From an optimization exercise on the open Yosys and OpenROAD flow, aimed at a short achievable clock period and few clock cycles per item; shortcuts taken in it are not production practice. Where RTL was checked, it was by simulation tests only, not by an equivalence proof against the original. No activity file was given, so power comes from the tool's default toggle rates.

==> inputs of onyx <==
Design mm_top, start of the top module:
module mm_top (
    input  logic         clk_buf,
    input  logic         sys_reset,
    input  logic         cmd_valid,
    input  logic [(4 * 8)-1:0] cmd_word,
    output logic         cmd_credit,
    output logic         res_valid,
    output mm_data_pkg::mm_acc_t      res_data,
    input  logic         res_credit,
    output logic         busy,
    output logic         done
);
    logic                            q_full;
    logic                            run_start;
    logic                            next_start;
    logic [4-1:0]              in_row_a;
    logic [4-1:0]              in_row_b;
    logic [(4 * 8)-1:0]            in_word;
    logic                            started;
    logic [4*(4 * 8)-1:0]    a_rows;
    logic [4*(4 * 8)-1:0]    b_rows;
    logic                            send;
    logic                            active;
    logic                            op_v;
    mm_data_pkg::mm_row_t            op_a;
    mm_data_pkg::mm_row_t            op_b;
  ...
Settings: LEC_CHECK=0, ABC_CLOCK_PERIOD_IN_PS=2500, CAP_MARGIN=20, CORE_MARGIN=2, CORE_UTILIZATION=80, CTS_CLUSTER_DIAMETER=100, CTS_CLUSTER_SIZE=24, PLACE_DENSITY=0.85, SLEW_MARGIN=20, SYNTH_HIERARCHICAL=1; clock period 10.5 ns.
standard.sh (not shown) runs the stock make flow with config.mk's settings and CLKGATE_MAP_FILE= SYNTH_SCRIPT=/design/flow/synth_recipe.tcl, a recipe that flattens the netlist after the stock synthesis.
==> flow/flow/run.sh <==
#!/bin/bash
set -euo pipefail
here=$(cd "$(dirname "$0")" && pwd)
MARGIN=$(cat "$here/margin.txt" 2>/dev/null || echo 7.5)
extra="SETUP_SLACK_MARGIN=${MARGIN} TNS_END_PERCENT=100 MATCH_CELL_FOOTPRINT=0"
if [[ -f "$here/cts_args.txt" ]]; then
  extra="$extra CTS_ARGS='$(tr '\n' ' ' < "$here/cts_args.txt")'"
fi
python3 - "$extra" <<'PY'
import sys
s = open('standard.sh').read()
key = ' "${@:-finish}"'
assert key in s
s = s.replace(key, ' ' + sys.argv[1] + key)
open('standard_knobs.sh', 'w').write(s)
PY
bash standard_knobs.sh > make_flow.log 2>&1
==> pepper: changes against onyx <==
--- a/flow/design.v
+++ b/flow/design.v
@@ -1611,33 +1611,33 @@
     localparam int D     = 8;
     localparam int PD_W  = $clog2(D + 1);
     logic [DIM*W-1:0] qa [Q];
     logic [DIM*W-1:0] qb [Q];
     logic [QP_W-1:0]  wp, rp;
     logic [QC_W-1:0]  occ, occ_next;
     logic             occ_nz;
     logic [3:0]       n;
-    logic             issue, last, byp, pbyp, pbyp_q;
+    logic             issue, last, byp, pbyp;
     logic [W-1:0]     head_row_a [Q];
     logic [W-1:0]     head_col_b [Q];
     logic [W-1:0]     buf_row_a, buf_col_b, new_row_a, new_col_b;
     logic [PD_W-1:0]  pend, pend_next;
     logic             can_issue;
     logic [DIM*W-1:0] head_a, head_b;
     function automatic logic [QP_W-1:0] qinc(input logic [QP_W-1:0] p);
         qinc = (p == QP_W'(Q - 1)) ? '0 : p + 1'b1;
     endfunction
     assign pbyp      = next_start && !occ_nz && can_issue;
     assign byp       = run_start && !occ_nz && can_issue;
     assign issue     = (occ_nz && can_issue) || byp || pbyp;
     assign last      = occ_nz && can_issue && (n == 4'd15);
     assign occ_next  = occ + QC_W'(run_start) - QC_W'(last);
-    assign pend_next = pend + PD_W'((occ_nz && can_issue) || byp) + PD_W'(pbyp_q) - PD_W'(send);
-    assign active    = occ_nz || (pend != '0) || run_start || pbyp_q;
+    assign pend_next = pend + PD_W'(issue) - PD_W'(send);
+    assign active    = occ_nz || (pend != '0) || run_start;
     always_ff @(posedge clk_buf) begin
         if (run_start) begin
             qa[wp] <= a_rows;
             qb[wp] <= b_rows;
         end
     end
     assign head_a = qa[rp];
     assign head_b = qb[rp];
@@ -1646,28 +1646,26 @@
             wp        <= '0;
             rp        <= '0;
             occ       <= '0;
             occ_nz    <= 1'b0;
             q_full    <= 1'b0;
             n         <= '0;
             pend      <= '0;
             can_issue <= 1'b1;
-            pbyp_q    <= 1'b0;
             op_v      <= 1'b0;
         end else begin
             if (run_start) wp <= qinc(wp);
             if (last)      rp <= qinc(rp);
             if (issue)     n  <= n + 1'b1;
             occ       <= occ_next;
             occ_nz    <= (occ_next != '0);
             q_full    <= (occ_next == QC_W'(Q));
             pend      <= pend_next;
-            can_issue <= (pend_next < PD_W'(D - 1));
-            pbyp_q    <= pbyp;
+            can_issue <= (pend_next < PD_W'(D));
             op_v      <= issue;
         end
     end
     always_comb begin
         for (int q = 0; q < Q; q++) begin
             head_row_a[q] = qa[q][n[3:2]*W +: W];
             for (int k = 0; k < DIM; k++) begin
                 head_col_b[q][k*EW +: EW] = qb[q][k*W + n[1:0]*EW +: EW];
@@ -1798,17 +1796,16 @@
             owe1_q     <= owe1;
             owe2_q     <= owe2;
             early      <= (early == take) ? give : early;
             credit_q   <= give;
         end
     end
     mm_out_bit u_credit_out (
         .clk_buf   (clk_buf),
-        .sys_reset (sys_reset),
         .d         (give),
         .q         (cmd_credit)
     );
     always_ff @(posedge clk_buf or posedge sys_reset) begin
         if (sys_reset) begin
             expect_data <= 1'b0;
             sel_b       <= 1'b0;
             row         <= '0;
@@ -1829,23 +1826,21 @@
                     row         <= src_w[3:2];
                 end
             end
         end
     end
 endmodule
 module mm_out_bit (
     input  logic clk_buf,
-    input  logic sys_reset,
     input  logic d,
     output logic q
 );
-    always_ff @(posedge clk_buf or posedge sys_reset) begin
-        if (sys_reset) q <= 1'b0;
-        else           q <= d;
+    always_ff @(posedge clk_buf) begin
+        q <= d;
     end
 endmodule
 `timescale 1ns/1ns
 module mm_result_drain (
     input  logic                 clk_buf,
     input  logic                 sys_reset,
     input  logic                 dot_v,
     input  logic signed [17:0]   dot,
@@ -1872,24 +1867,23 @@
     assign wr           = dot_v && (f_ne || !cred_nz);
     assign fcnt_next    = fcnt + C_W'(wr) - C_W'(rd);
     assign credits_next = credits - CRED_W'(send) + CRED_W'(cr_q);
     always_ff @(posedge clk_buf) begin
         if (wr) fifo[fwp] <= dot;
     end
     assign res_next = mm_data_pkg::mm_acc_t'(f_ne ? fifo[frp] : dot);
     mm_out_bit u_valid_out (
-        .clk_buf   (clk_buf),
-        .sys_reset (sys_reset),
+        .clk_buf (clk_buf),
         .d       (send),
         .q       (res_valid)
     );
     genvar b;
     for (b = 0; b < 32; b++) begin : g_res
-        mm_res_bit u_bit (
+        mm_out_bit u_bit (
             .clk_buf (clk_buf),
             .d       (res_next[b]),
             .q       (res_data[b])
         );
     end
     always_ff @(posedge clk_buf or posedge sys_reset) begin
         if (sys_reset) begin
             fwp       <= '0;
@@ -1905,25 +1899,16 @@
             fcnt      <= fcnt_next;
             f_ne      <= (fcnt_next != '0);
             cr_q      <= res_credit;
             credits   <= credits_next;
             cred_nz   <= (credits_next != '0);
         end
     end
 endmodule
-module mm_res_bit (
-    input  logic clk_buf,
-    input  logic d,
-    output logic q
-);
-    always_ff @(posedge clk_buf) begin
-        q <= d;
-    end
-endmodule
 `timescale 1ns/1ns
 module mm_top (
     input  logic         clk_buf,
     input  logic         sys_reset,
     input  logic         cmd_valid,
     input  logic [(4 * 8)-1:0] cmd_word,
     output logic         cmd_credit,
     output logic         res_valid,
@@ -1996,20 +1981,18 @@
         .dot_v      (dot_v),
         .dot        (dot),
         .res_valid  (res_valid),
         .res_data   (res_data),
         .res_credit (res_credit),
         .send       (send)
     );
     mm_out_bit u_busy_out (
-        .clk_buf   (clk_buf),
-        .sys_reset (sys_reset),
+        .clk_buf (clk_buf),
         .d       (active),
         .q       (busy)
     );
     mm_out_bit u_done_out (
-        .clk_buf   (clk_buf),
-        .sys_reset (sys_reset),
+        .clk_buf (clk_buf),
         .d       (started && !active),
         .q       (done)
     );
 endmodule
CTS_CLUSTER_DIAMETER = 80   (was 100)
CTS_CLUSTER_SIZE = 20   (was 24)
==> violet: changes against onyx <==
--- a/flow/design.v
+++ b/flow/design.v
@@ -1798,17 +1798,16 @@
             owe1_q     <= owe1;
             owe2_q     <= owe2;
             early      <= (early == take) ? give : early;
             credit_q   <= give;
         end
     end
     mm_out_bit u_credit_out (
         .clk_buf   (clk_buf),
-        .sys_reset (sys_reset),
         .d         (give),
         .q         (cmd_credit)
     );
     always_ff @(posedge clk_buf or posedge sys_reset) begin
         if (sys_reset) begin
             expect_data <= 1'b0;
             sel_b       <= 1'b0;
             row         <= '0;
@@ -1829,23 +1828,21 @@
                     row         <= src_w[3:2];
                 end
             end
         end
     end
 endmodule
 module mm_out_bit (
     input  logic clk_buf,
-    input  logic sys_reset,
     input  logic d,
     output logic q
 );
-    always_ff @(posedge clk_buf or posedge sys_reset) begin
-        if (sys_reset) q <= 1'b0;
-        else           q <= d;
+    always_ff @(posedge clk_buf) begin
+        q <= d;
     end
 endmodule
 `timescale 1ns/1ns
 module mm_result_drain (
     input  logic                 clk_buf,
     input  logic                 sys_reset,
     input  logic                 dot_v,
     input  logic signed [17:0]   dot,
@@ -1872,24 +1869,23 @@
     assign wr           = dot_v && (f_ne || !cred_nz);
     assign fcnt_next    = fcnt + C_W'(wr) - C_W'(rd);
     assign credits_next = credits - CRED_W'(send) + CRED_W'(cr_q);
     always_ff @(posedge clk_buf) begin
         if (wr) fifo[fwp] <= dot;
     end
     assign res_next = mm_data_pkg::mm_acc_t'(f_ne ? fifo[frp] : dot);
     mm_out_bit u_valid_out (
-        .clk_buf   (clk_buf),
-        .sys_reset (sys_reset),
+        .clk_buf (clk_buf),
         .d       (send),
         .q       (res_valid)
     );
     genvar b;
     for (b = 0; b < 32; b++) begin : g_res
-        mm_res_bit u_bit (
+        mm_out_bit u_bit (
             .clk_buf (clk_buf),
             .d       (res_next[b]),
             .q       (res_data[b])
         );
     end
     always_ff @(posedge clk_buf or posedge sys_reset) begin
         if (sys_reset) begin
             fwp       <= '0;
@@ -1905,25 +1901,16 @@
             fcnt      <= fcnt_next;
             f_ne      <= (fcnt_next != '0);
             cr_q      <= res_credit;
             credits   <= credits_next;
             cred_nz   <= (credits_next != '0);
         end
     end
 endmodule
-module mm_res_bit (
-    input  logic clk_buf,
-    input  logic d,
-    output logic q
-);
-    always_ff @(posedge clk_buf) begin
-        q <= d;
-    end
-endmodule
 `timescale 1ns/1ns
 module mm_top (
     input  logic         clk_buf,
     input  logic         sys_reset,
     input  logic         cmd_valid,
     input  logic [(4 * 8)-1:0] cmd_word,
     output logic         cmd_credit,
     output logic         res_valid,
@@ -1996,20 +1983,18 @@
         .dot_v      (dot_v),
         .dot        (dot),
         .res_valid  (res_valid),
         .res_data   (res_data),
         .res_credit (res_credit),
         .send       (send)
     );
     mm_out_bit u_busy_out (
-        .clk_buf   (clk_buf),
-        .sys_reset (sys_reset),
+        .clk_buf (clk_buf),
         .d       (active),
         .q       (busy)
     );
     mm_out_bit u_done_out (
-        .clk_buf   (clk_buf),
-        .sys_reset (sys_reset),
+        .clk_buf (clk_buf),
         .d       (started && !active),
         .q       (done)
     );
 endmodule
CTS_CLUSTER_DIAMETER = 80   (was 100)
CTS_CLUSTER_SIZE = 20   (was 24)
==> delta: changes against onyx <==
--- a/flow/design.v
+++ b/flow/design.v
@@ -1584,20 +1584,16 @@
     assign dot = {r2_889, r2_887, r2_885, r2_883, r2_881, r2_879, r2_877, r2_875, r2_873, r2_871, r2_869, r2_867, r2_865, r2_863, r2_861, r2_859, r2_857, r2_855}
                + {1'b0, r2_888, r2_886, r2_884, r2_882, r2_880, r2_878, r2_876, r2_874, r2_872, r2_870, r2_868, r2_866, r2_864, r2_862, r2_860, r2_858, r2_856};
 endmodule
 `timescale 1ns/1ns
 module mm_operand_feeder (
     input  logic       clk_buf,
     input  logic       sys_reset,
     input  logic       run_start,
-    input  logic       next_start,      
-    input  logic [4-1:0] in_row_a,  
-    input  logic [4-1:0] in_row_b,
-    input  logic [(4 * 8)-1:0] in_word,
     input  logic [4*(4 * 8)-1:0] a_rows,
     input  logic [4*(4 * 8)-1:0] b_rows,
     input  logic       send,            
     output logic       q_full,
     output logic       active,          
     output logic       op_v,
     output mm_data_pkg::mm_row_t op_a,   
     output mm_data_pkg::mm_row_t op_b    
@@ -1611,33 +1607,29 @@
     localparam int D     = 8;
     localparam int PD_W  = $clog2(D + 1);
     logic [DIM*W-1:0] qa [Q];
     logic [DIM*W-1:0] qb [Q];
     logic [QP_W-1:0]  wp, rp;
     logic [QC_W-1:0]  occ, occ_next;
     logic             occ_nz;
     logic [3:0]       n;
-    logic             issue, last, byp, pbyp, pbyp_q;
-    logic [W-1:0]     head_row_a [Q];
-    logic [W-1:0]     head_col_b [Q];
-    logic [W-1:0]     buf_row_a, buf_col_b, new_row_a, new_col_b;
+    logic             issue, last, byp;
     logic [PD_W-1:0]  pend, pend_next;
     logic             can_issue;
     logic [DIM*W-1:0] head_a, head_b;
     function automatic logic [QP_W-1:0] qinc(input logic [QP_W-1:0] p);
         qinc = (p == QP_W'(Q - 1)) ? '0 : p + 1'b1;
     endfunction
-    assign pbyp      = next_start && !occ_nz && can_issue;
     assign byp       = run_start && !occ_nz && can_issue;
-    assign issue     = (occ_nz && can_issue) || byp || pbyp;
+    assign issue     = (occ_nz && can_issue) || byp;
     assign last      = occ_nz && can_issue && (n == 4'd15);
     assign occ_next  = occ + QC_W'(run_start) - QC_W'(last);
-    assign pend_next = pend + PD_W'((occ_nz && can_issue) || byp) + PD_W'(pbyp_q) - PD_W'(send);
-    assign active    = occ_nz || (pend != '0) || run_start || pbyp_q;
+    assign pend_next = pend + PD_W'(issue) - PD_W'(send);
+    assign active    = occ_nz || (pend != '0) || run_start;
     always_ff @(posedge clk_buf) begin
         if (run_start) begin
             qa[wp] <= a_rows;
             qb[wp] <= b_rows;
         end
     end
     assign head_a = qa[rp];
     assign head_b = qb[rp];
@@ -1646,73 +1638,52 @@
             wp        <= '0;
             rp        <= '0;
             occ       <= '0;
             occ_nz    <= 1'b0;
             q_full    <= 1'b0;
             n         <= '0;
             pend      <= '0;
             can_issue <= 1'b1;
-            pbyp_q    <= 1'b0;
             op_v      <= 1'b0;
         end else begin
             if (run_start) wp <= qinc(wp);
             if (last)      rp <= qinc(rp);
-            if (issue)     n  <= n + 1'b1;
+            if (issue)     n  <= byp ? 4'd1 : n + 1'b1;
             occ       <= occ_next;
             occ_nz    <= (occ_next != '0);
             q_full    <= (occ_next == QC_W'(Q));
             pend      <= pend_next;
-            can_issue <= (pend_next < PD_W'(D - 1));
-            pbyp_q    <= pbyp;
+            can_issue <= (pend_next < PD_W'(D));
             op_v      <= issue;
         end
     end
-    always_comb begin
-        for (int q = 0; q < Q; q++) begin
-            head_row_a[q] = qa[q][n[3:2]*W +: W];
+    always_ff @(posedge clk_buf) begin
+        if (byp) begin
+            op_a <= a_rows[W-1:0];
             for (int k = 0; k < DIM; k++) begin
-                head_col_b[q][k*EW +: EW] = qb[q][k*W + n[1:0]*EW +: EW];
+                op_b[k*EW +: EW] <= b_rows[k*W +: EW];
             end
-        end
-        buf_row_a = a_rows[W-1:0];
-        for (int k = 0; k < DIM; k++) begin
-            buf_col_b[k*EW +: EW] = b_rows[k*W + n[1:0]*EW +: EW];
-        end
-        new_row_a = in_row_a[0] ? in_word : a_rows[W-1:0];
-        for (int k = 0; k < DIM; k++) begin
-            new_col_b[k*EW +: EW] = in_row_b[k] ? in_word[EW-1:0] : b_rows[k*W +: EW];
-        end
-    end
-    always_ff @(posedge clk_buf) begin
-        if (occ_nz) begin
-            op_a <= head_row_a[rp];
-            op_b <= head_col_b[rp];
-        end else if (run_start) begin
-            op_a <= buf_row_a;
-            op_b <= buf_col_b;
         end else begin
-            op_a <= new_row_a;
-            op_b <= new_col_b;
+            op_a <= head_a[n[3:2]*W +: W];
+            for (int k = 0; k < DIM; k++) begin
+                op_b[k*EW +: EW] <= head_b[k*W + n[1:0]*EW +: EW];
+            end
         end
     end
 endmodule
 `timescale 1ns/1ns
 module mm_cmd_decode (
     input  logic         clk_buf,
     input  logic         sys_reset,
     input  logic         cmd_valid,
     input  logic [(4 * 8)-1:0] cmd_word,
     output logic         cmd_credit,
     input  logic         q_full,         
     output logic         run_start,      
-    output logic         next_start,     
-    output logic [4-1:0] in_row_a,    
-    output logic [4-1:0] in_row_b,    
-    output logic [(4 * 8)-1:0] in_word,
     output logic         started,        
     output logic [4*(4 * 8)-1:0] a_rows,
     output logic [4*(4 * 8)-1:0] b_rows
 );
     localparam int DIM  = 4;
     localparam int W    = (4 * 8);
     localparam int SKID = 3;
     logic            in_v;
@@ -1740,30 +1711,16 @@
     always_ff @(posedge clk_buf) begin
         in_w <= cmd_word;
     end
     assign src_v     = skid_v[0] || in_v;
     assign src_w     = skid_v[0] ? skid[0] : in_w;
     assign src_start = !expect_data && (src_w[1:0] == mm_cmd_pkg::OP_START);
     assign take      = src_v && !(src_start && q_full);
     assign run_start = take && src_start;
-    logic expect_after;
-    assign expect_after = in_v ? (!expect_data && (in_w[1:0] == mm_cmd_pkg::OP_LOAD_A ||
-                                                   in_w[1:0] == mm_cmd_pkg::OP_LOAD_B))
-                               : expect_data;
-    assign next_start = cmd_valid && (cmd_word[1:0] == mm_cmd_pkg::OP_START) &&
-                        !skid_v[0] && !expect_after &&
-                        !(in_v && !expect_data && (in_w[1:0] == mm_cmd_pkg::OP_START));
-    always_comb begin
-        for (int k = 0; k < DIM; k++) begin
-            in_row_a[k] = in_v && expect_data && !sel_b && (row == 2'(k));
-            in_row_b[k] = in_v && expect_data &&  sel_b && (row == 2'(k));
-        end
-    end
-    assign in_word = in_w;
     assign pop  = skid_v[0] && take;
     assign push = in_v && (skid_v[0] || !take);
     assign kept_v = pop ? {1'b0, skid_v[SKID-1:1]} : skid_v;
     always_ff @(posedge clk_buf) begin
         for (int i = 0; i < SKID; i++) begin
             if (push && !kept_v[i] && (i == 0 || kept_v[i - 1])) begin
                 skid[i] <= in_w;
             end else if (pop && i < SKID - 1) begin
@@ -1798,17 +1755,16 @@
             owe1_q     <= owe1;
             owe2_q     <= owe2;
             early      <= (early == take) ? give : early;
             credit_q   <= give;
         end
     end
     mm_out_bit u_credit_out (
         .clk_buf   (clk_buf),
-        .sys_reset (sys_reset),
         .d         (give),
         .q         (cmd_credit)
     );
     always_ff @(posedge clk_buf or posedge sys_reset) begin
         if (sys_reset) begin
             expect_data <= 1'b0;
             sel_b       <= 1'b0;
             row         <= '0;
@@ -1829,23 +1785,21 @@
                     row         <= src_w[3:2];
                 end
             end
         end
     end
 endmodule
 module mm_out_bit (
     input  logic clk_buf,
-    input  logic sys_reset,
     input  logic d,
     output logic q
 );
-    always_ff @(posedge clk_buf or posedge sys_reset) begin
-        if (sys_reset) q <= 1'b0;
-        else           q <= d;
+    always_ff @(posedge clk_buf) begin
+        q <= d;
     end
 endmodule
 `timescale 1ns/1ns
 module mm_result_drain (
     input  logic                 clk_buf,
     input  logic                 sys_reset,
     input  logic                 dot_v,
     input  logic signed [17:0]   dot,
@@ -1872,24 +1826,23 @@
     assign wr           = dot_v && (f_ne || !cred_nz);
     assign fcnt_next    = fcnt + C_W'(wr) - C_W'(rd);
     assign credits_next = credits - CRED_W'(send) + CRED_W'(cr_q);
     always_ff @(posedge clk_buf) begin
         if (wr) fifo[fwp] <= dot;
     end
     assign res_next = mm_data_pkg::mm_acc_t'(f_ne ? fifo[frp] : dot);
     mm_out_bit u_valid_out (
-        .clk_buf   (clk_buf),
-        .sys_reset (sys_reset),
+        .clk_buf (clk_buf),
         .d       (send),
         .q       (res_valid)
     );
     genvar b;
     for (b = 0; b < 32; b++) begin : g_res
-        mm_res_bit u_bit (
+        mm_out_bit u_bit (
             .clk_buf (clk_buf),
             .d       (res_next[b]),
             .q       (res_data[b])
         );
     end
     always_ff @(posedge clk_buf or posedge sys_reset) begin
         if (sys_reset) begin
             fwp       <= '0;
@@ -1905,44 +1858,31 @@
             fcnt      <= fcnt_next;
             f_ne      <= (fcnt_next != '0);
             cr_q      <= res_credit;
             credits   <= credits_next;
             cred_nz   <= (credits_next != '0);
         end
     end
 endmodule
-module mm_res_bit (
-    input  logic clk_buf,
-    input  logic d,
-    output logic q
-);
-    always_ff @(posedge clk_buf) begin
-        q <= d;
-    end
-endmodule
 `timescale 1ns/1ns
 module mm_top (
     input  logic         clk_buf,
     input  logic         sys_reset,
     input  logic         cmd_valid,
     input  logic [(4 * 8)-1:0] cmd_word,
     output logic         cmd_credit,
     output logic         res_valid,
     output mm_data_pkg::mm_acc_t      res_data,
     input  logic         res_credit,
     output logic         busy,
     output logic         done
 );
     logic                            q_full;
     logic                            run_start;
-    logic                            next_start;
-    logic [4-1:0]              in_row_a;
-    logic [4-1:0]              in_row_b;
-    logic [(4 * 8)-1:0]            in_word;
     logic                            started;
     logic [4*(4 * 8)-1:0]    a_rows;
     logic [4*(4 * 8)-1:0]    b_rows;
     logic                            send;
     logic                            active;
     logic                            op_v;
     mm_data_pkg::mm_row_t            op_a;
     mm_data_pkg::mm_row_t            op_b;
@@ -1951,32 +1891,24 @@
     mm_cmd_decode u_cmd_decode (
         .clk_buf    (clk_buf),
         .sys_reset  (sys_reset),
         .cmd_valid  (cmd_valid),
         .cmd_word   (cmd_word),
         .cmd_credit (cmd_credit),
         .q_full     (q_full),
         .run_start  (run_start),
-        .next_start (next_start),
-        .in_row_a   (in_row_a),
-        .in_row_b   (in_row_b),
-        .in_word    (in_word),
         .started    (started),
         .a_rows     (a_rows),
         .b_rows     (b_rows)
     );
     mm_operand_feeder u_feeder (
         .clk_buf   (clk_buf),
         .sys_reset (sys_reset),
         .run_start (run_start),
-        .next_start(next_start),
-        .in_row_a  (in_row_a),
-        .in_row_b  (in_row_b),
-        .in_word   (in_word),
         .a_rows    (a_rows),
         .b_rows    (b_rows),
         .send      (send),
         .q_full    (q_full),
         .active    (active),
         .op_v      (op_v),
         .op_a      (op_a),
         .op_b      (op_b)
@@ -1996,20 +1928,18 @@
         .dot_v      (dot_v),
         .dot        (dot),
         .res_valid  (res_valid),
         .res_data   (res_data),
         .res_credit (res_credit),
         .send       (send)
     );
     mm_out_bit u_busy_out (
-        .clk_buf   (clk_buf),
-        .sys_reset (sys_reset),
+        .clk_buf (clk_buf),
         .d       (active),
         .q       (busy)
     );
     mm_out_bit u_done_out (
-        .clk_buf   (clk_buf),
-        .sys_reset (sys_reset),
+        .clk_buf (clk_buf),
         .d       (started && !active),
         .q       (done)
     );
 endmodule
CORE_UTILIZATION = 40   (was 80)
PLACE_DENSITY = not set   (was 0.85)
==> summary of the runs <==
delta finished clean. violet ran to the end with no violations. onyx went through all stages and came out clean. pepper produced a clean layout. Fmax: onyx < delta < pepper < violet. Critical path depth is the same in delta and onyx. Against violet, the non-clock buffer count of delta is higher by 2. Global-route usage: pepper > violet > onyx > delta. In onyx the sequential share of layout area is higher than in delta, by 0.29 points. Against onyx, the synthesized area of delta is lower by 1.6%. Worst setup slack: onyx is worse than pepper (41 ps). Core utilization, lowest first: delta, onyx, violet, pepper. Total power: violet is larger than onyx (0.66%).
==> figures <==
item	violet	delta	onyx	pepper
Metal3 WL	15100 um	4800 um	14600 um	17300 um
Horizontal die dimension	270 um	377 um	270 um	270 um
Seq pwr	9160 uW	8910 uW	9160 uW	8710 uW
Resized Gates After CTS	191	193	180	183
Run status	no timing/DRC/antenna violations	no timing/DRC/antenna violations	no timing/DRC/antenna violations	no timing/DRC/antenna violations
Number of warning messages in the yosys log	16	14	17	16
Die boundary height	270 um	377 um	270 um	270 um
First-pass GRT wire length	210000 um	191000 um	205000 um	212000 um
Syn avg cell area	15.9 um^2	15.4 um^2	15.9 um^2	16.1 um^2
CP Data Required Time	8400 ps	8400 ps	8400 ps	11070 ps
FILL cells	2906	12094	2960	2847
Mapped Nets	3864	3917	3868	3820
Clock distribution area overhead in the final layout	0.0376	0.0338	0.0329	0.0372
Maximum fanout encountered on the critical timing path	1	1	1	2
Number of buffers inserted to repair setup after CTS	18	9	11	12
Detailed placement HPWL	83400 um	77300 um	82200 um	86000 um
Number of clock buffer instances in the layout	136	116	115	134
Filler-free cell count of the finished design	4640	5542	4606	4610
Maximum achievable frequency	312 MHz	308 MHz	305 MHz	309 MHz
Testbench counts of onyx, summed over its fixed seeds: cycles 5,257, products 320.
Testbench counts of violet, summed over its fixed seeds: cycles 5,257, products 320.
Testbench counts of delta, summed over its fixed seeds: cycles 5,265, products 320.
For pepper, only the layout was checked, not whether the RTL still works.

==> static timing again, ports no longer ideal <==
The flow's constraints put no driver on any port. The routed layouts listed below were extracted and timed again, unchanged, in two steps. Step 1 sets driving cells, clkbuf_16 on the clock port and buf_2 on the other inputs (assumed; they add their load-dependent delay and slew). Step 2 adds t to the input delays and takes it off the output delays; t is the mean of the earliest and latest rising clock arrival at the registers after step 1. Input paths then give back, and output paths get back, about the clock's delay inside the block. Three values: ideal, step 1, step 2; two values: the first two.
run | t, ns | slack for setup (ns) | hold WS [ns] | worst setup path after step 2 | slew at the worst register clock pin (ns)
onyx | 0.708 | 7.225 / 7.156 / 6.982 | 0.333 / 0.333 / 0.333 | input, reset recovery | 0.10 / 0.10
pepper | 0.726 | 7.267 / 7.220 / 6.565 | 0.344 / 0.344 / 0.344 | input to register | 0.10 / 0.10
violet | 0.716 | 7.297 / 7.228 / 6.905 | 0.355 / 0.355 / 0.355 | input to register | 0.09 / 0.09
delta | 0.760 | 7.248 / 7.172 / 6.919 | 0.336 / 0.336 / 0.336 | input, reset recovery | 0.10 / 0.10
After both steps setup and hold are still met in every run listed. The setup slack of pepper, which loses most, moves by -0.047 ns with the drivers and by -0.702 ns with both steps. Setup slack includes reset recovery checks.
